Background: an optimization exercise with open tools, aiming at small area, a short achievable clock period and few clock cycles. Do not read the settings as production practice.
The RTL was checked by simulation tests, not by an equivalence proof against the original design.
Power and IR drop assume default switching activity.

## flow/design.v (module list and top-level ports; edited modules follow where they fit)
// module mac_ctrl_fsm: 72 lines
// module mac_lane_multiplier: 3002 lines
// module mac_fa: 4 lines
// module mac_ha: 4 lines
// module mac_acc_csa: 758 lines
// module mac_accumulator: 200 lines
// module mac_add16: 9 lines
// module mac_step16: 16 lines
// module mac_inc16: 8 lines
// module mac_top: 145 lines
module mac_top #(
  parameter int NR = 4       
) (
  input  logic         clk,
  input  logic         reset,
  input  logic         cmd_valid,
  output logic         cmd_ready,
  input  logic [11:0]  cmd,
  input  logic         beat_valid,
  output logic         beat_ready,
  input  logic [63:0]  beat,
  output logic         res_valid,
  input  logic         res_ready,
  output logic [127:0] res
);
  // ...
==> flow/flow/run.sh <==
#!/bin/bash
# Layout flow: the standard flow (standard.sh: ORFS synthesis, floorplan,
# placement, clock tree, routing and finish, all unchanged) with two changes:
#  - its timing repair (after floorplan, after clock tree synthesis and after
#    global routing) is asked for setup slack beyond what the 12.5 ns clock
#    needs, so that it sizes and buffers the design for a shorter achieved
#    period;
#  - every port still gets its own buffer, but a plain buf_2 rather than the
#    delay cell buffer_ports picks by default.
# The clock period, the SDC, the synthesis, the clock tree and the power grid
# are the standard flow's.  make's whole output goes to flow.log here; each
# ORFS step also keeps its own log under orfs/logs/.
set -euo pipefail
export SETUP_SLACK_MARGIN=8.4
export BUFFER_PORTS_ARGS="-buffer_cell sky130_fd_sc_hd__buf_2"
bash standard.sh > flow.log 2>&1
==> flow/standard.sh <==
#!/bin/bash
# synth_recipe.tcl (not shown) runs the flow's synth.tcl, then flattens the netlist and writes it again
# the make line also repeats each setting of config.mk as NAME=value (left out here)
make -C /OpenROAD-flow-scripts/flow DESIGN_CONFIG=/design/flow/config.mk WORK_HOME=/design/flow/orfs CLKGATE_MAP_FILE= SYNTH_SCRIPT=/design/flow/synth_recipe.tcl "${@:-finish}"
==> flow/config.mk <==
export PLATFORM = sky130hd
export DESIGN_NAME = mac_top
export DESIGN_NICKNAME = mac_top
export VERILOG_FILES = /design/flow/design.v
export SDC_FILE = /design/flow/constraint.sdc
export NUM_CORES = 4
export LEC_CHECK = 0
export CAP_MARGIN = 20
export CORE_MARGIN = 2
export CORE_UTILIZATION = 40
export SLEW_MARGIN = 20
export SYNTH_HIERARCHICAL = 1
==> flow/constraint.sdc <==
create_clock -name core_clock -period 12.5 [get_ports {clk}]
set_input_delay 2.5000 -clock core_clock [delete_from_list [all_inputs] [get_ports {clk}]]
set_output_delay 2.5000 -clock core_clock [all_outputs]
set_load 0.01 [all_outputs]
==> summary.md, run 1 <==
| Metric | Value |
|---|---|
| CORE AREA | 155800 sq um |
| Cell-internal power | approximately 0.0076 W |
| Setup crit start | r1_aD[31]$_DFF_P_ |
| Worst setup endpoint | r2_rows[162]$_DFF_P_ |
| Post-CTS resize count | 35 |
| Clk sinks | 773 |
| R2R Setup Slk | 8.38 ns |
| Finished Core Util | 43.04% |
| Part of the power in registers | between 20 and 30% |
| First-pass GRT wire length | 314400 um |
| Placed Cells incl. Taps | around 8000 |
| Routed length on met3 | 22950 um |
| Buffering overhead | 3.026% |
| Layout net count | slightly below 7000 |
| Overflow after GRT | 0 |
| Hold endpoint | r2_last$_DFF_P_ |
| Buffers, non-clock | 326 |
| DRC Markers | 0 |
| R2R cell count | 8 |
| Gate power share | 49.3% |
| Total chip power | 0.01343 W |
| Filler cells | 14960 |
| Clock net power | 0.00290 W |
| Setup Buffers After CTS | 11 |
| Wl on met1 | 88150 um |
| Most frequent cells in the layout | 606 x xor2_1, 590 x dfxtp_1, 575 x fa_1, 517 x a22oi_1, 445 x nand2_1 |
| Critical path depth | 8 |
| Top Registers | r2_rows x256, u_acc.res x128 |
| Antenna Nets Post-Route | 0 |
| Largest class | multi-input combinational cells |
| Layout clock area frac | around 5.0% |
| Setup WS post-layout | 8.382 ns |
| Critical Path Start Type | flip-flop |
| Avg Cell Area, Syn | 9.768 sq um |
| Worst IR Drop VDD | 137.5 uV |
| Num sequential | 773 |
| Max Freq | 242.8 MHz |
| Die area | 159900 sq um |
| Met3 usage | 7.305% |
| Status | timing/DRC/antenna clean |
Testbench counts, summed over its fixed seeds: cycles 16,047.
==> module mac_ctrl_fsm, before the edit <==
module mac_ctrl_fsm (
  input  logic        clk,
  input  logic        reset,
  input  logic        cmd_valid,
  output logic        cmd_ready,
  input  logic [11:0] cmd,
  input  logic        beat_valid,
  output logic        beat_ready,
  input  logic        res_fire,
  output logic        beat_fire,
  output logic        beat_first,
  output logic        beat_last,
  output logic [3:0]  beat_cfg       
);
  logic       a_valid, a_started;
  logic [7:0] a_rem;
  logic [3:0] a_cfg;
  logic       b_valid;
  logic [7:0] b_beats;
  logic [3:0] b_cfg;
  logic [1:0] pend;           
  logic       cmd_fire;
  logic       a_free;         
  logic       a_valid_d, a_started_d, b_valid_d;
  logic [1:0] pend_d;
  assign cmd_fire   = cmd_valid & cmd_ready;
  assign beat_fire  = beat_valid & beat_ready;
  assign beat_last  = (a_rem == 8'd0);
  assign beat_first = ~a_started;
  assign beat_cfg   = a_cfg;
  assign a_free     = ~a_valid | (beat_fire & beat_last);
  always_comb begin
    a_valid_d   = a_free ? (b_valid | cmd_fire) : 1'b1;
    a_started_d = a_free ? 1'b0 : (a_started | beat_fire);
    b_valid_d   = a_free ? (b_valid & cmd_fire) : (b_valid | cmd_fire);
    pend_d      = pend + 2'(beat_fire & ~a_started) - 2'(res_fire);
  end
  always_ff @(posedge clk) begin
    if (reset) begin
      a_valid    <= 1'b0;
      a_started  <= 1'b0;
      b_valid    <= 1'b0;
      pend       <= 2'd0;
      cmd_ready  <= 1'b0;
      beat_ready <= 1'b0;
    end else begin
      a_valid    <= a_valid_d;
      a_started  <= a_started_d;
      b_valid    <= b_valid_d;
      pend       <= pend_d;
      cmd_ready  <= ~b_valid_d;
      beat_ready <= a_valid_d & (a_started_d | ~pend_d[1]);
    end
  end
  always_ff @(posedge clk) begin
    if (a_free) begin
      if (b_valid) begin
        a_cfg <= b_cfg;
        a_rem <= (b_beats == 8'd0) ? 8'd0 : b_beats - 8'd1;
      end else begin
        a_cfg <= cmd[11:8];
        a_rem <= (cmd[7:0] == 8'd0) ? 8'd0 : cmd[7:0] - 8'd1;
      end
    end else if (beat_fire) begin
      a_rem <= a_rem - 8'd1;
    end
    if (cmd_fire) begin
      b_cfg   <= cmd[11:8];
      b_beats <= cmd[7:0];
    end
  end
endmodule
==> module mac_accumulator, before the edit <==
module mac_accumulator #(
  parameter int NR = 4
) (
  input  logic           clk,
  input  logic           reset,
  input  logic           v,         
  input  logic           last,      
  input  logic           keep,      
  input  logic           first,     
  input  logic           accum,     
  input  logic           single,    
  input  logic           dual,
  input  logic           quad,
  input  logic [NR*64-1:0] rows,
  input  logic [3:0]     ob,
  output logic           res_valid,
  input  logic           res_ready,
  output logic [127:0]   res
);
  logic [63:0]  low, high;
  logic [3:1]   pl;          
  logic [63:0]  base;
  logic [3:1]   plk;
  logic [3:0]   ft;          
  logic [63:0]  x, y;
  logic [2:0]   cc0, cc1, cc2, cc3;
  logic [63:0]  low_d;
  logic [3:0]   co;          
  logic [3:0]   e;
  logic [2:0]   p_cc0, p_cc1, p_cc2, p_cc3;
  logic [3:0]   p_cpa, p_e;
  logic         acc_single, acc_dual;
  logic [3:0]   dm, dz, dp, dq;
  logic [63:0]  h_m1, h_p1, h_p2, hp;
  logic         acc_done;
  logic         move;
  logic [127:0] unpacked;
  assign base = keep ? low : 64'd0;
  assign plk  = keep ? pl : 3'd0;
  assign ft   = {1'b1, single, ~quad, single};
  mac_acc_csa u_csa (
    .base (base),
    .rows (rows),
    .cut  ({single, ~quad, single}),
    .x    (x),
    .y    (y),
    .cc0  (cc0),
    .cc1  (cc1),
    .cc2  (cc2),
    .cc3  (cc3)
  );
  for (genvar c = 0; c < 4; c++) begin : g_add
    mac_add16 u_add (
      .a  (x[16*c +: 16]),
      .b  (y[16*c +: 16]),
      .ci (c == 0 ? 1'b0 : plk[c]),
      .s  (low_d[16*c +: 16]),
      .co (co[c])
    );
  end
  assign e = ~ob & ft;
  always_ff @(posedge clk) begin
    low   <= low_d;
    pl    <= co[2:0] & ~ft[2:0];
    p_cc0 <= cc0;
    p_cc1 <= cc1;
    p_cc2 <= cc2;
    p_cc3 <= cc3;
    p_cpa <= co & ft;
    p_e   <= e;
    acc_single <= single;
    acc_dual   <= dual;
  end
  always_comb begin
    logic [NR-1:0] b;
    logic any, two;
    for (int k = 0; k < 4; k++) begin
      case (k)
        0: b = {p_cc0, p_cpa[0]};
        1: b = {p_cc1, p_cpa[1]};
        2: b = {p_cc2, p_cpa[2]};
        default: b = {p_cc3, p_cpa[3]};
      endcase
      any = |b;
      two = 1'b0;
      for (int i = 0; i < NR; i++)
        for (int j = i + 1; j < NR; j++)
          two = two | (b[i] & b[j]);
      dm[k] = p_e[k] & ~any;
      dp[k] = p_e[k] ? two : (any & ~two);
      dq[k] = ~p_e[k] & two;
      dz[k] = ~(dm[k] | dp[k] | dq[k]);
    end
  end
  function automatic integer fbot(input integer c, input logic sg, input logic du);
    fbot = sg ? c : du ? (c & 2) : 0;
  endfunction
  function automatic integer ftop(input integer c, input logic sg, input logic du);
    ftop = sg ? c : du ? (c | 1) : 3;
  endfunction
  logic [3:0] a1, a0, a2;         
  logic [15:0] c_m1 [4], c_p1 [4], c_p2 [4];
  for (genvar c = 0; c < 4; c++) begin : g_step
    mac_step16 u_step (
      .h  (high[16*c +: 16]),
      .m1 (c_m1[c]),
      .p1 (c_p1[c]),
      .p2 (c_p2[c]),
      .a1 (a1[c]),
      .a0 (a0[c]),
      .a2 (a2[c])
    );
  end
  always_comb begin
    for (int c = 0; c < 4; c++) begin
      integer s;
      logic lo1, lo0, lq1;        
      s = fbot(c, acc_single, acc_dual);
      lo1 = 1'b1;
      lo0 = 1'b1;
      lq1 = 1'b1;
      for (int k = 0; k < 3; k++) begin
        if (k >= s && k < c) begin
          lo1 = lo1 & a1[k];
          lo0 = lo0 & a0[k];
          lq1 = lq1 & ((k == s) ? a2[k] : a1[k]);
        end
      end
      h_m1[16*c +: 16] = lo0 ? c_m1[c] : high[16*c +: 16];
      h_p1[16*c +: 16] = lo1 ? c_p1[c] : high[16*c +: 16];
      h_p2[16*c +: 16] = (s == c) ? c_p2[c] : lq1 ? c_p1[c] : high[16*c +: 16];
    end
  end
  always_comb begin
    for (int c = 0; c < 4; c++) begin
      integer f;
      f = ftop(c, acc_single, acc_dual);
      hp[16*c +: 16] = ({16{dm[f]}} & h_m1[16*c +: 16]) | ({16{dz[f]}} & high[16*c +: 16])
                     | ({16{dp[f]}} & h_p1[16*c +: 16]) | ({16{dq[f]}} & h_p2[16*c +: 16]);
    end
  end
  always_ff @(posedge clk) begin
    high <= (v & (first | ~accum)) ? 64'd0 : hp;
  end
  logic [3:0]  ci;            
  logic [3:0]  fc;            
  logic [63:0] low_f, high_f;
  logic [3:0]  em, ez, ep, eq;
  logic [15:0] l_p1 [4];
  logic [3:0]  la1;           
  for (genvar c = 0; c < 4; c++) begin : g_linc
    mac_inc16 u_inc (
      .h  (low[16*c +: 16]),
      .p1 (l_p1[c]),
      .a1 (la1[c])
    );
  end
  always_comb begin
    for (int c = 0; c < 4; c++) begin
      if (fbot(c, acc_single, acc_dual) == c) ci[c] = 1'b0;
      else ci[c] = pl[c] | (ci[c-1] & la1[c-1]);
      low_f[16*c +: 16] = ci[c] ? l_p1[c] : low[16*c +: 16];
      fc[c] = (ftop(c, acc_single, acc_dual) == c) & ci[c] & la1[c];
    end
    em = dm & ~fc;
    ez = (dz & ~fc) | (dm & fc);
    ep = (dp & ~fc) | (dz & fc);
    eq = dq | (dp & fc);
    for (int c = 0; c < 4; c++) begin
      integer f;
      f = ftop(c, acc_single, acc_dual);
      high_f[16*c +: 16] = ({16{em[f]}} & h_m1[16*c +: 16]) | ({16{ez[f]}} & high[16*c +: 16])
                         | ({16{ep[f]}} & h_p1[16*c +: 16]) | ({16{eq[f]}} & h_p2[16*c +: 16]);
    end
  end
  always_comb begin
    for (int m = 0; m < 8; m++) begin
      if (acc_single)
        unpacked[16*m +: 16] = (m % 2 == 0) ? low_f[16*(m/2) +: 16] : high_f[16*(m/2) +: 16];
      else if (acc_dual)
        unpacked[16*m +: 16] = (m % 4 < 2) ? low_f[16*(2*(m/4) + m%4) +: 16]
                                           : high_f[16*(2*(m/4) + m%4 - 2) +: 16];
      else
        unpacked[16*m +: 16] = (m < 4) ? low_f[16*m +: 16] : high_f[16*(m-4) +: 16];
    end
  end
  assign move = acc_done & ~res_valid;
  always_ff @(posedge clk) begin
    if (reset) begin
      acc_done  <= 1'b0;
      res_valid <= 1'b0;
    end else begin
      acc_done  <= (v & last) | (acc_done & ~move);
      res_valid <= move | (res_valid & ~res_ready);
    end
  end
  always_ff @(posedge clk) begin
    if (move) res <= unpacked;
  end
endmodule
==> module mac_add16, before the edit <==
module mac_add16 (
  input  logic [15:0] a,
  input  logic [15:0] b,
  input  logic        ci,
  output logic [15:0] s,
  output logic        co
);
  assign {co, s} = {1'b0, a} + {1'b0, b} + 17'(ci);
endmodule
==> run 2, diff against run 1 <==
--- a/flow/design.v
+++ b/flow/design.v
@@ -42,5 +42,5 @@
       b_valid    <= 1'b0;
       pend       <= 2'd0;
-      cmd_ready  <= 1'b0;
+      cmd_ready  <= 1'b1;    
       beat_ready <= 1'b0;
     end else begin
@@ -3858,5 +3858,6 @@
   output logic [127:0]   res
 );
-  logic [63:0]  low, high;
+  logic [63:0]  low;
+  logic [9:0]   cnt [4];     
   logic [3:1]   pl;          
   logic [63:0]  base;
@@ -3872,5 +3873,4 @@
   logic         acc_single, acc_dual;
   logic [3:0]   dm, dz, dp, dq;
-  logic [63:0]  h_m1, h_p1, h_p2, hp;
   logic         acc_done;
   logic         move;
@@ -3939,47 +3939,18 @@
     ftop = sg ? c : du ? (c | 1) : 3;
   endfunction
-  logic [3:0] a1, a0, a2;         
-  logic [15:0] c_m1 [4], c_p1 [4], c_p2 [4];
-  for (genvar c = 0; c < 4; c++) begin : g_step
-    mac_step16 u_step (
-      .h  (high[16*c +: 16]),
-      .m1 (c_m1[c]),
-      .p1 (c_p1[c]),
-      .p2 (c_p2[c]),
-      .a1 (a1[c]),
-      .a0 (a0[c]),
-      .a2 (a2[c])
-    );
-  end
-  always_comb begin
-    for (int c = 0; c < 4; c++) begin
-      integer s;
-      logic lo1, lo0, lq1;        
-      s = fbot(c, acc_single, acc_dual);
-      lo1 = 1'b1;
-      lo0 = 1'b1;
-      lq1 = 1'b1;
-      for (int k = 0; k < 3; k++) begin
-        if (k >= s && k < c) begin
-          lo1 = lo1 & a1[k];
-          lo0 = lo0 & a0[k];
-          lq1 = lq1 & ((k == s) ? a2[k] : a1[k]);
-        end
-      end
-      h_m1[16*c +: 16] = lo0 ? c_m1[c] : high[16*c +: 16];
-      h_p1[16*c +: 16] = lo1 ? c_p1[c] : high[16*c +: 16];
-      h_p2[16*c +: 16] = (s == c) ? c_p2[c] : lq1 ? c_p1[c] : high[16*c +: 16];
-    end
-  end
+  logic [9:0] k_m1 [4], k_p1 [4], k_p2 [4];
   always_comb begin
-    for (int c = 0; c < 4; c++) begin
-      integer f;
-      f = ftop(c, acc_single, acc_dual);
-      hp[16*c +: 16] = ({16{dm[f]}} & h_m1[16*c +: 16]) | ({16{dz[f]}} & high[16*c +: 16])
-                     | ({16{dp[f]}} & h_p1[16*c +: 16]) | ({16{dq[f]}} & h_p2[16*c +: 16]);
+    for (int k = 0; k < 4; k++) begin
+      k_m1[k] = cnt[k] - 10'd1;
+      k_p1[k] = cnt[k] + 10'd1;
+      k_p2[k] = cnt[k] + 10'd2;
     end
   end
   always_ff @(posedge clk) begin
-    high <= (v & (first | ~accum)) ? 64'd0 : hp;
+    for (int k = 0; k < 4; k++) begin
+      if (v & (first | ~accum)) cnt[k] <= 10'd0;
+      else cnt[k] <= ({10{dm[k]}} & k_m1[k]) | ({10{dz[k]}} & cnt[k])
+                   | ({10{dp[k]}} & k_p1[k]) | ({10{dq[k]}} & k_p2[k]);
+    end
   end
   logic [3:0]  ci;            
@@ -3987,4 +3958,5 @@
   logic [63:0] low_f, high_f;
   logic [3:0]  em, ez, ep, eq;
+  logic [9:0]  hf [4];
   logic [15:0] l_p1 [4];
   logic [3:0]  la1;           
@@ -4007,9 +3979,14 @@
     ep = (dp & ~fc) | (dz & fc);
     eq = dq | (dp & fc);
+    for (int k = 0; k < 4; k++)
+      hf[k] = ({10{em[k]}} & k_m1[k]) | ({10{ez[k]}} & cnt[k])
+            | ({10{ep[k]}} & k_p1[k]) | ({10{eq[k]}} & k_p2[k]);
     for (int c = 0; c < 4; c++) begin
       integer f;
       f = ftop(c, acc_single, acc_dual);
-      high_f[16*c +: 16] = ({16{em[f]}} & h_m1[16*c +: 16]) | ({16{ez[f]}} & high[16*c +: 16])
-                         | ({16{ep[f]}} & h_p1[16*c +: 16]) | ({16{eq[f]}} & h_p2[16*c +: 16]);
+      if (fbot(c, acc_single, acc_dual) == c)
+        high_f[16*c +: 16] = {{6{hf[f][9]}}, hf[f]};
+      else
+        high_f[16*c +: 16] = {16{hf[f][9]}};
     end
   end
@@ -4046,21 +4023,8 @@
   output logic        co
 );
-  assign {co, s} = {1'b0, a} + {1'b0, b} + 17'(ci);
-endmodule
-module mac_step16 (
-  input  logic [15:0] h,
-  output logic [15:0] m1,
-  output logic [15:0] p1,
-  output logic [15:0] p2,
-  output logic        a1,      
-  output logic        a0,      
-  output logic        a2       
-);
-  assign m1 = h - 16'd1;
-  assign p1 = h + 16'd1;
-  assign p2 = h + 16'd2;
-  assign a1 = &h;
-  assign a0 = ~|h;
-  assign a2 = &h[15:1];
+  logic [17:0] t;
+  assign t  = {1'b0, a, ci} + {1'b0, b, ci};
+  assign s  = t[16:1];
+  assign co = t[17];
 endmodule
 module mac_inc16 (
--- a/flow/flow/run.sh
+++ b/flow/flow/run.sh
@@ -12,5 +12,5 @@
 # ORFS step also keeps its own log under orfs/logs/.
 set -euo pipefail
-export SETUP_SLACK_MARGIN=8.4
+export SETUP_SLACK_MARGIN=8.55
 export BUFFER_PORTS_ARGS="-buffer_cell sky130_fd_sc_hd__buf_2"
 bash standard.sh > flow.log 2>&1
==> summary.md, run 2 <==
| Metric | Value |
|---|---|
| Layout net count | 6193 (was 6920) |
| GP Congestion | 0.9629 (was 0.9460) |
| Rel. slew slack | 20.82% (was 10.22%) |
| Htree depth | 3 (unchanged) |
| Critical path depth | 7 (was 8) |
| Post-synth top area share | 21.07% |
| WS Path Type | reg -> reg (unchanged) |
| Via density per instance | 5.735 (was 5.933) |
| Post-synth EDFFs | 146 |
| Seq/Total Area, Yosys | 28.80% |
| Slowest cell on crit path | dfxtp_2 (was o21ai_0) |
| Met2 WL post-DR | 78140 um (was 90590 um) |
| Biggest register | r2_rows (unchanged) |
| Clk sinks | 743 (was 773) |
| CP Capture Type | flip-flop (unchanged) |
| R2R cell count | 7 (was 8) |
| CP bufs+invs | 1 (was 3) |
| CP peak stage delay | 0.98 ns (was 1.04 ns) |
| Finished Core Util | 42.86% (was 43.04%) |
| Initial core utilization | 40.16% (was 40.21%) |
| Fraction of registers with async set/reset | 0% |
| Final Skew | 0.08093 ns (was 0.05016 ns) |
| Worst IR Drop VDD | 201.3 uV (was 137.5 uV) |
| Longest Clk Path Bufs | 3 (unchanged) |
| Max Freq | 248.2 MHz (was 242.8 MHz) |
| Largest register FFs | 256 (unchanged) |
| Most frequent cells in the layout | 581 x fa_1, 580 x dfxtp_1, 509 x a22oi_1, 492 x xor2_1, 353 x inv_1 (was 606 x xor2_1, 590 x dfxtp_1, 575 x fa_1, 517 x a22oi_1, 445 x nand2_1) |
| Crit path max-delay family | adder cells (unchanged) |
| Top Registers | r2_rows x256, u_acc.res x122, u_acc.low x64 (was r2_rows x256, u_acc.res x128) |
| Die area | 144800 sq um (was 159900 sq um) |
| Setup tns final | 0 ns (unchanged) |
| Fin. Hold Viols | 0 (unchanged) |
| Worst min-delay path startpoint | r1_last$_DFF_P_ (unchanged) |
| Most frequent cell after synthesis | dfxtp_1 |
| Syn Std Cell Area | 56720 sq um (was 62670 sq um) |
| Critical path, cell by cell | a21o_1 > a21boi_0 > o21ai_0 > fa_1 > fa_1 > fa_1 > inv_1 (was buf_4 > inv_2 > nor3_1 > o21ai_0 > fa_1 > fa_1 > fa_1 > inv_1) |
| Vias in the first global route | 42220 (was 48200) |
| Reg-to-Reg Start | r1_one[5]$_DFF_P_ (was r1_aD[31]$_DFF_P_) |
| Slew Viols, Final | 0 (unchanged) |
| Cell leakage power | 22.39 nW (was 24.81 nW) |
| Hold-fix buffers, CTS | 0 (unchanged) |
| Crit path DAT | 4.63 ns (was 4.74 ns) |
| Final WL | 184700 um (was 210300 um) |
| DRC Markers | 0 (unchanged) |
| Avg Cell Area, Syn | 10.08 sq um (was 9.768 sq um) |
| Setup crit start | r1_one[5]$_DFF_P_ (was r1_aD[31]$_DFF_P_) |
| Wl on met1 | 78180 um (was 88150 um) |
| Synth-to-Final Area Change | 6.730% (was 7.036%) |
| Hpwl dp | 133500 um (was 150400 um) |
| Inserted Clock Buffers | 89 (was 92) |
| DR top layer | met5 (unchanged) |
| First-pass GRT wire length | 277000 um (was 314400 um) |
| Leading area contributor after synthesis | dfxtp_1 |
| Worst Tran Pin Value | 1.186 ns (was 1.333 ns) |
| HP Class | reg -> reg (unchanged) |
| FF+latch count, synth | 743 |
| Row cnt | 138 (was 145) |
| Yosys Warn Count | 26 (was 19) |
| Final Cycle Share | 32.23% (was 32.95%) |
| Reg2reg end | r2_rows[234]$_DFF_P_ (was r2_rows[162]$_DFF_P_) |
| Max Cap Viol | 0 (unchanged) |
| GRT Total Usage | 25.06% (was 25.83%) |
| Largest net degree at the start of global routing | 77 (was 78) |
| Antenna Nets Post-Route | 0 (unchanged) |
| Commonest register cell after synthesis | dfxtp_1 |
| RSZ-0062 raised after global routing | false (was true) |
| Status | timing/DRC/antenna clean (unchanged) |
| CTS tree | built (unchanged) |
| Skew-Pair Late Insertion Delay | 0.75 ns (about the same) |
| Clk root buf | clkbuf_16 (unchanged) |
| Iteration-0 DRC Markers | 4688 (was 5461) |
| Worst setup endpoint | r2_rows[234]$_DFF_P_ (was r2_rows[162]$_DFF_P_) |
| Drt first pass iters | 7 (was 9) |
| Top post-synthesis cells by count | 597 x dfxtp_1, 585 x fa_1, 509 x a22oi_1 |
| Die height | 380.6 um (was 399.8 um) |
| Ports | 212 (unchanged) |
| R2R Setup Slk | 8.47 ns (was 8.38 ns) |
| DR WL/cell | 25.15 um (was 25.52 um) |
| Routed length on met3 | 20280 um (was 22950 um) |
| Reg clk slew, reported paths | 0.06 ns (about the same) |
| Overflow after GRT | 0 (unchanged) |
| Yosys cell types | 121 |
| Initial antenna violation count | 27 (was 15) |
| CORE AREA | 141200 sq um (was 155800 sq um) |
| Crit path time final | 4.029 ns (was 4.118 ns) |
| Setup violators final | 0 (unchanged) |
| Vias | 42110 (was 48900) |
| Die boundary width | 380.6 um (was 399.8 um) |
| Layout cell share with drive strength beyond 1 | 11.33% (was 12.01%) |
| Power per cell area | 221.8 nW/um^2 (was 200.2 nW/um^2) |
| I/O Buffers | 211 (unchanged) |
| Critical Path Start Type | flip-flop (unchanged) |
| Post-Synthesis Cells | 5628 (was 6416) |
| Worst-path fanout max | 36 (was 19) |
| CP most frequent cell | fa_1 (unchanged) |
| WP data required | 13.10 ns (was 13.12 ns) |
| Top cells by area, synth | dfxtp_1 21%, fa_1 21%, edfxtp_1 7.7% |
| Leading cell type in the layout, fill and taps excluded | fa_1 (was xor2_1) |
[run 2: changes by cell type in the layout (fill, tap and decap cells not counted), sizes merged, moves of 24 or more]
| cell | previous run | this run |
|---|---|---|
| dfxtp | 621 | 597 |
| xor2 | 606 | 492 |
| mux2i | 95 | 48 |
| o2bb2ai | 34 | 8 |
| nand3 | 74 | 44 |
| buf | 326 | 296 |
| xnor2 | 214 | 189 |
| a222oi | 53 | 4 |
| nor4 | 81 | 26 |
| nor2b | 60 | 35 |
| o21ai | 181 | 136 |
| nand2 | 448 | 258 |
[run 2: repair_timing]
item,in CTS,in global routing
resized for setup,1,19
endpoints found under the setup margin,1,57
gates cloned,0,0
buffers inserted,0,4
pin swaps,0,2
[run 2: cell families (layout without fill, tap and decap cells)]
logic type | Yosys count | in the layout | synth area share (%)
AO/OA/AOI/OAI | 1288 | 1288 | 16.17
AND/OR/NAND/NOR | 1083 | 1083 | 10.41
buffers and inverters | 1017 | 820 | 8.693
adder cells (fa/ha/maj) | 744 | 744 | 24.13
flip-flops | 743 | 743 | 28.80
XOR/XNOR | 681 | 681 | 10.51
multiplexers | 69 | 69 | 1.264
other | 3 | 25 | 0.01985
[run 2: area by class of cell]
class / instances / area, sq um
Fill cell: 13720 / 80700
Antenna cell: 7 / 17.52
Multi-Input combinational cell: 3883 / 35620
Sequential cell: 743 / 16360
Clock buffer: 119 / 2554
Timing Repair Buffer: 296 / 1714
Inverter: 362 / 1369
Tap cell: 1890 / 2365
Clock inverter: 43 / 541.8
[run 2: worst min-delay path by stage]
stage / endpoint / slack, ns / cells past startpoint
floorplan: r2_last$_DFF_P_ / 0.31 / 0
global placement: r2_last$_DFF_P_ / 0.31 / 0
detailed placement: r2_last$_DFF_P_ / 0.31 / 0
CTS: r2_last$_DFF_P_ / 0.33 / 0
global route: r2_last$_DFF_P_ / 0.35 / 0
finish: r2_last$_DFF_P_ / 0.33 / 0
[run 2: per-module statistics from Yosys, one instance, submodules excluded, a selection]
module / area, sq um / times used
mac_ctrl_fsm: 1758 / 1
mac_top: 10830 / 1
mac_ha: 12.51 / 3
mac_fa: 20.02 / 581
mac_lane_multiplier: 13950 / 1
mac_inc16: 326.6 / 3
[run 2: per-stage QoR]
step | setup WS, ns | cell area, sq um | hold WS (ns) | std cells | total power [W]
floorplan | 8.554 | 56810 | 0.3096 | 5643 | 0.009431
detailed placement | 8.023 | 57310 | 0.3143 | 7170 | 0.01059
global placement | 8.066 | 57310 | 0.3123 | 7170 | 0.01052
finish | 8.471 | 60540 | 0.3297 | 7343 | 0.01343
CTS | 8.552 | 60410 | 0.3349 | 7332 | 0.01337
global route | 8.566 | 60540 | 0.3538 | 7343 | 0.01446
[run 2: per-layer routing]
| layer | vias up | GRT usage [%] |
|---|---|---|
| li1 | 18560 | - |
| met1 | 20790 | 34.19 |
| met2 | 2270 | 36.43 |
| met3 | 449 | 7.998 |
| met4 | 40 | 10.57 |
| met5 | - | 0 |
[run 2: power by group]
| part | internal, W | total (W) | switching [W] |
|---|---|---|---|
| registers | 0.00303 | 0.00369 | 0.000669 |
| clock network | 0.00158 | 0.00271 | 0.00113 |
| logic | 0.00297 | 0.00702 | 0.00405 |
[run 2: worst reg2reg max path, delay by kind of cell (launching register included)]
kind / cells / cell delay, ns
buffers and inverters: 1 / 0.07
AO/OA/AOI/OAI: 3 / 1.20
flip-flops: 1 / 0.98
adder cells (fa/ha/maj): 3 / 1.66
Testbench counts of run 2, summed over its fixed seeds: cycles 16,039.
==> run 3, diff against run 2 <==
--- a/flow/config.mk
+++ b/flow/config.mk
@@ -9,4 +9,6 @@
 export CORE_MARGIN = 2
 export CORE_UTILIZATION = 40
+export CTS_CLUSTER_DIAMETER = 150
+export CTS_CLUSTER_SIZE = 30
 export SLEW_MARGIN = 20
 export SYNTH_HIERARCHICAL = 1
==> summary.md, run 3 <==
| Metric | Value |
|---|---|
| FF+latch count, synth | 743 (unchanged) |
| Yosys cell types | 121 (unchanged) |
| Fin. Hold Viols | 0 (unchanged) |
| Final Skew | 0.02551 ns (was 0.08093 ns) |
| Row cnt | 138 (unchanged) |
| DRC Markers | 0 (unchanged) |
| Largest register FFs | 256 (unchanged) |
| Largest net degree at the start of global routing | 77 (unchanged) |
| R2R Setup Slk | 8.55 ns (was 8.47 ns) |
| Most frequent cell after synthesis | dfxtp_1 (unchanged) |
| Seq/Total Area, Yosys | 28.80% (unchanged) |
| I/O Buffers | 211 (unchanged) |
| Worst min-delay path startpoint | r1_last$_DFF_P_ (unchanged) |
| Die area | 144800 sq um (unchanged) |
| Hold-fix buffers, CTS | 0 (unchanged) |
| Critical Path Start Type | flip-flop (unchanged) |
| CP Capture Type | flip-flop (unchanged) |
| Inserted Clock Buffers | 30 (was 89) |
| Leading cell type in the layout, fill and taps excluded | fa_1 (unchanged) |
| Overflow after GRT | 0 (unchanged) |
| Final Hold Slack | 0.3393 ns (was 0.3297 ns) |
| Worst hold path stage count | 0 (unchanged) |
| GP Congestion | 0.9629 (unchanged) |
| Final Cycle Share | 31.57% (was 32.23%) |
| Critical path, cell by cell | buf_4 > inv_2 > nand2_1 > a21o_1 > ha_1 > inv_1 > fa_1 > fa_1 > and4b_1 > a31oi_1 (was a21o_1 > a21boi_0 > o21ai_0 > fa_1 > fa_1 > fa_1 > inv_1) |
| Post-synth EDFFs | 146 (unchanged) |
| Top Registers | r2_rows x256, u_acc.res x122, u_acc.low x64 (unchanged) |
| Worst Tran Pin Value | 1.194 ns (was 1.186 ns) |
| Ports | 212 (unchanged) |
| Leading area contributor after synthesis | dfxtp_1 (unchanged) |
| Crit path time final | 3.946 ns (was 4.029 ns) |
| Via density per instance | 5.752 (was 5.735) |
| DR WL/cell | 25.28 um (was 25.15 um) |
| Yosys Warn Count | 26 (unchanged) |
| CP most frequent cell | fa_1 (unchanged) |
| Most frequent cells in the layout | 581 x fa_1, 579 x dfxtp_1, 509 x a22oi_1, 492 x xor2_1, 353 x inv_1 (was 581 x fa_1, 580 x dfxtp_1, 509 x a22oi_1, 492 x xor2_1, 353 x inv_1) |
| Reg2reg end | r2_ob[0]$_DFF_P_ (was r2_rows[234]$_DFF_P_) |
| Reg clk slew, reported paths | 0.11 ns (was 0.06 ns) |
| Biggest register | r2_rows (unchanged) |
| Layout cell share with drive strength beyond 1 | 9.526% (was 11.33%) |
| Clk sinks | 743 (unchanged) |
| Post-Synthesis Cells | 5628 (unchanged) |
| Commonest register cell after synthesis | dfxtp_1 (unchanged) |
| GRT Total Usage | 24.65% (was 25.06%) |
| Setup tns final | 0 ns (unchanged) |
| WS Path Type | reg -> reg (unchanged) |
| Iteration-0 DRC Markers | 4898 (was 4688) |
| Max Cap Viol | 0 (unchanged) |
| Hpwl dp | 133500 um (unchanged) |
| Initial core utilization | 40.16% (unchanged) |
| CP peak stage delay | 0.63 ns (was 0.98 ns) |
| Status | timing/DRC/antenna clean (unchanged) |
| Longest Clk Path Bufs | 3 (unchanged) |
| Synth-to-Final Area Change | 2.925% (was 6.730%) |
| Post-synth top area share | 21.07% (unchanged) |
| Max Freq | 253.4 MHz (was 248.2 MHz) |
| Final WL | 182800 um (was 184700 um) |
| RSZ-0062 raised after global routing | false (unchanged) |
| Rel. slew slack | 20.32% (was 20.82%) |
| Hold endpoint | r2_last$_DFF_P_ (unchanged) |
| Cell leakage power | 21.35 nW (was 22.39 nW) |
| CORE AREA | 141200 sq um (unchanged) |
| Antenna Nets Post-Route | 0 (unchanged) |
| Htree depth | 1 (was 3) |
| Clk root buf | clkbuf_16 (unchanged) |
| Setup violators final | 0 (unchanged) |
| Crit path DAT | 4.53 ns (was 4.63 ns) |
| Total chip power | 0.01201 W (was 0.01343 W) |
| Slowest cell on crit path | nand2_1 (was dfxtp_2) |
| WP data required | 13.08 ns (was 13.10 ns) |
| Syn Std Cell Area | 56720 sq um (unchanged) |
| Die boundary width | 380.6 um (unchanged) |
| Worst IR Drop VDD | 200.6 uV (was 201.3 uV) |
| Initial antenna violation count | 28 (was 27) |
| Power per cell area | 205.8 nW/um^2 (was 221.8 nW/um^2) |
| Top post-synthesis cells by count | 597 x dfxtp_1, 585 x fa_1, 509 x a22oi_1 (unchanged) |
| Finished Core Util | 41.34% (was 42.86%) |
| CTS tree | built (unchanged) |
| HP Class | reg -> reg (unchanged) |
| Fraction of registers with async set/reset | 0% (unchanged) |
| R2R cell count | 10 (was 7) |
| Worst-path fanout max | 57 (was 36) |
| Vias | 41600 (was 42110) |
| Reg-to-Reg Start | r1_quad$_SDFFE_PP0P_ (was r1_one[5]$_DFF_P_) |
| First-pass GRT wire length | 274300 um (was 277000 um) |
| Top cells by area, synth | dfxtp_1 21%, fa_1 21%, edfxtp_1 7.7% (unchanged) |
| Avg Cell Area, Syn | 10.08 sq um (unchanged) |
| Vias in the first global route | 41540 (was 42220) |
| Drt first pass iters | 9 (was 7) |
| Layout net count | 6134 (was 6193) |
| Skew-Pair Late Insertion Delay | 0.70 ns (was 0.75 ns) |
| Die height | 380.6 um (unchanged) |
| Slew Viols, Final | 0 (unchanged) |
## run 3: cell types whose count changed in the layout (fill, tap and decap cells not counted), moves of 3 or more
cell and change:
bufinv_16 -6, clkbuf_16 -61, clkbuf_8 -15, clkinv_16 -4, clkinv_2 -10, clkinv_4 -4, clkinvlp_4 -6, dfxtp_2 -3
dfxtp_4 +4, inv_4 -5
## run 3: repair_timing
item                       4_1_cts  5_1_grt
pin swaps                        0        3
gates resized for setup          1       26
setup endpoints to repair        4       63
setup buffers                    0        4
## run 3: metrics by stage
stage	instances	cell area [sq um]	setup slack, ns
3_5_place_dp	7170	57310	8.023
4_1_cts	7219	58230	8.564
6_report	7232	58380	8.554
3_3_place_gp	7170	57310	8.066
2_1_floorplan	5643	56810	8.554
5_1_grt	7231	58380	8.552
## run 3: worst max path at each step
stage	end	slack [ns]	startpoint	depth (start not counted)
after floorplan	u_ctrl.a_rem[4]$_DFFE_PP_	8.55	cmd[0]	6
after global placement	r1_aH[3]$_DFF_P_	8.07	beat_valid	6
after detailed placement	r1_aH[12]$_DFF_P_	8.02	beat_valid	6
after CTS	res[126]	8.56	u_acc.res[121]$_DFFE_PP_	1
after global routing	r2_ob[1]$_DFF_P_	8.55	r1_aX[28]$_DFF_P_	9
final	r2_ob[0]$_DFF_P_	8.55	r1_quad$_SDFFE_PP0P_	10
## run 3: layout make-up
type,instances,area [sq um]
Timing Repair Buffer,296,1714
Tap cell,1890,2365
Antenna cell,9,22.52
Multi-Input combinational cell,3883,35630
Clock inverter,8,96.34
Clock buffer,41,813.3
Inverter,362,1369
Fill cell,13890,82860
Sequential cell,743,16370
## run 3: kinds of logic after synthesis
kind of cell | synth area share, %
flops | 28.80
buf+inv | 8.693
xor+xnor | 10.51
simple gates | 10.41
compound gates | 16.17
other cells | 0.01985
mux | 1.264
fa+ha+maj | 24.13
## run 3: Yosys stat by module (local to each module, per instance), a selection
module,cells,flops+latches,copies in the design,area [sq um]
mac_acc_csa,158,0,1,1164
mac_add16,107,0,4,814.5
mac_ctrl_fsm,155,31,1,1758
mac_fa,1,0,581,20.02
mac_ha,1,0,3,12.51
mac_inc16,43,0,3,326.6
mac_lane_multiplier,2078,0,1,13950
mac_top,730,459,1,10830
## run 3: where the power goes
part	switching, W	internal, W	total (W)
Combinational	0.00404	0.00297	0.00701
Clock	0.000829	0.000484	0.00131
Sequential	0.000669	0.00302	0.00369
Total	0.00554	0.00647	0.0120
## run 3: critical path, delay by kind of cell (launching register included)
kind / cells / cell delay [ns]
compound gates: 2 / 0.52
fa+ha+maj: 3 / 1.13
simple gates: 2 / 0.84
buf+inv: 3 / 0.96
flops: 1 / 0.35
## run 3: routing by layer
layer | wire length, um | vias to the layer above | global-route usage (%)
li1 | - | 18380 | -
met1 | 78500 | 20640 | 34.49
met2 | 77360 | 2165 | 36.01
met3 | 19530 | 379 | 7.039
met4 | 7150 | 38 | 9.128
met5 | 258 | - | 0

## port drivers added, routing unchanged
In the flow no input, the clock included, has a driving cell. The finished layouts below were timed again as built, in two steps. Step 1 sets driving cells, clkbuf_16 on the clock port and buf_2 on the other inputs (assumed; they add their load-dependent delay and slew). Step 2 adds t to the input delays and takes it off the output delays; t is the mean of the earliest and latest rising clock arrival at the registers after step 1. Input paths then give back, and output paths get back, about the clock's delay inside the block. a / b / c = ideal ports / drivers / drivers and shift; a / b = the first two.
run | t, ns | setup WS [ns] | clock arrival spread, ns | slew at the worst register clock pin (ns) | worst slew at a driven data input, ns
run 1 | 0.814 | 8.382 / 8.382 / 7.970 | 0.056 / 0.056 | 0.07 / 0.07 | 0.10
run 2 | 0.792 | 8.471 / 8.471 / 8.044 | 0.082 / 0.082 | 0.08 / 0.08 | 0.11
run 3 | 0.767 | 8.554 / 8.533 / 8.073 | 0.030 / 0.030 | 0.12 / 0.12 | 0.11
After both steps every run listed still meets setup and hold. For run 3, which loses most, drivers alone change the setup slack by -0.021 ns; drivers and shift together by -0.481 ns.
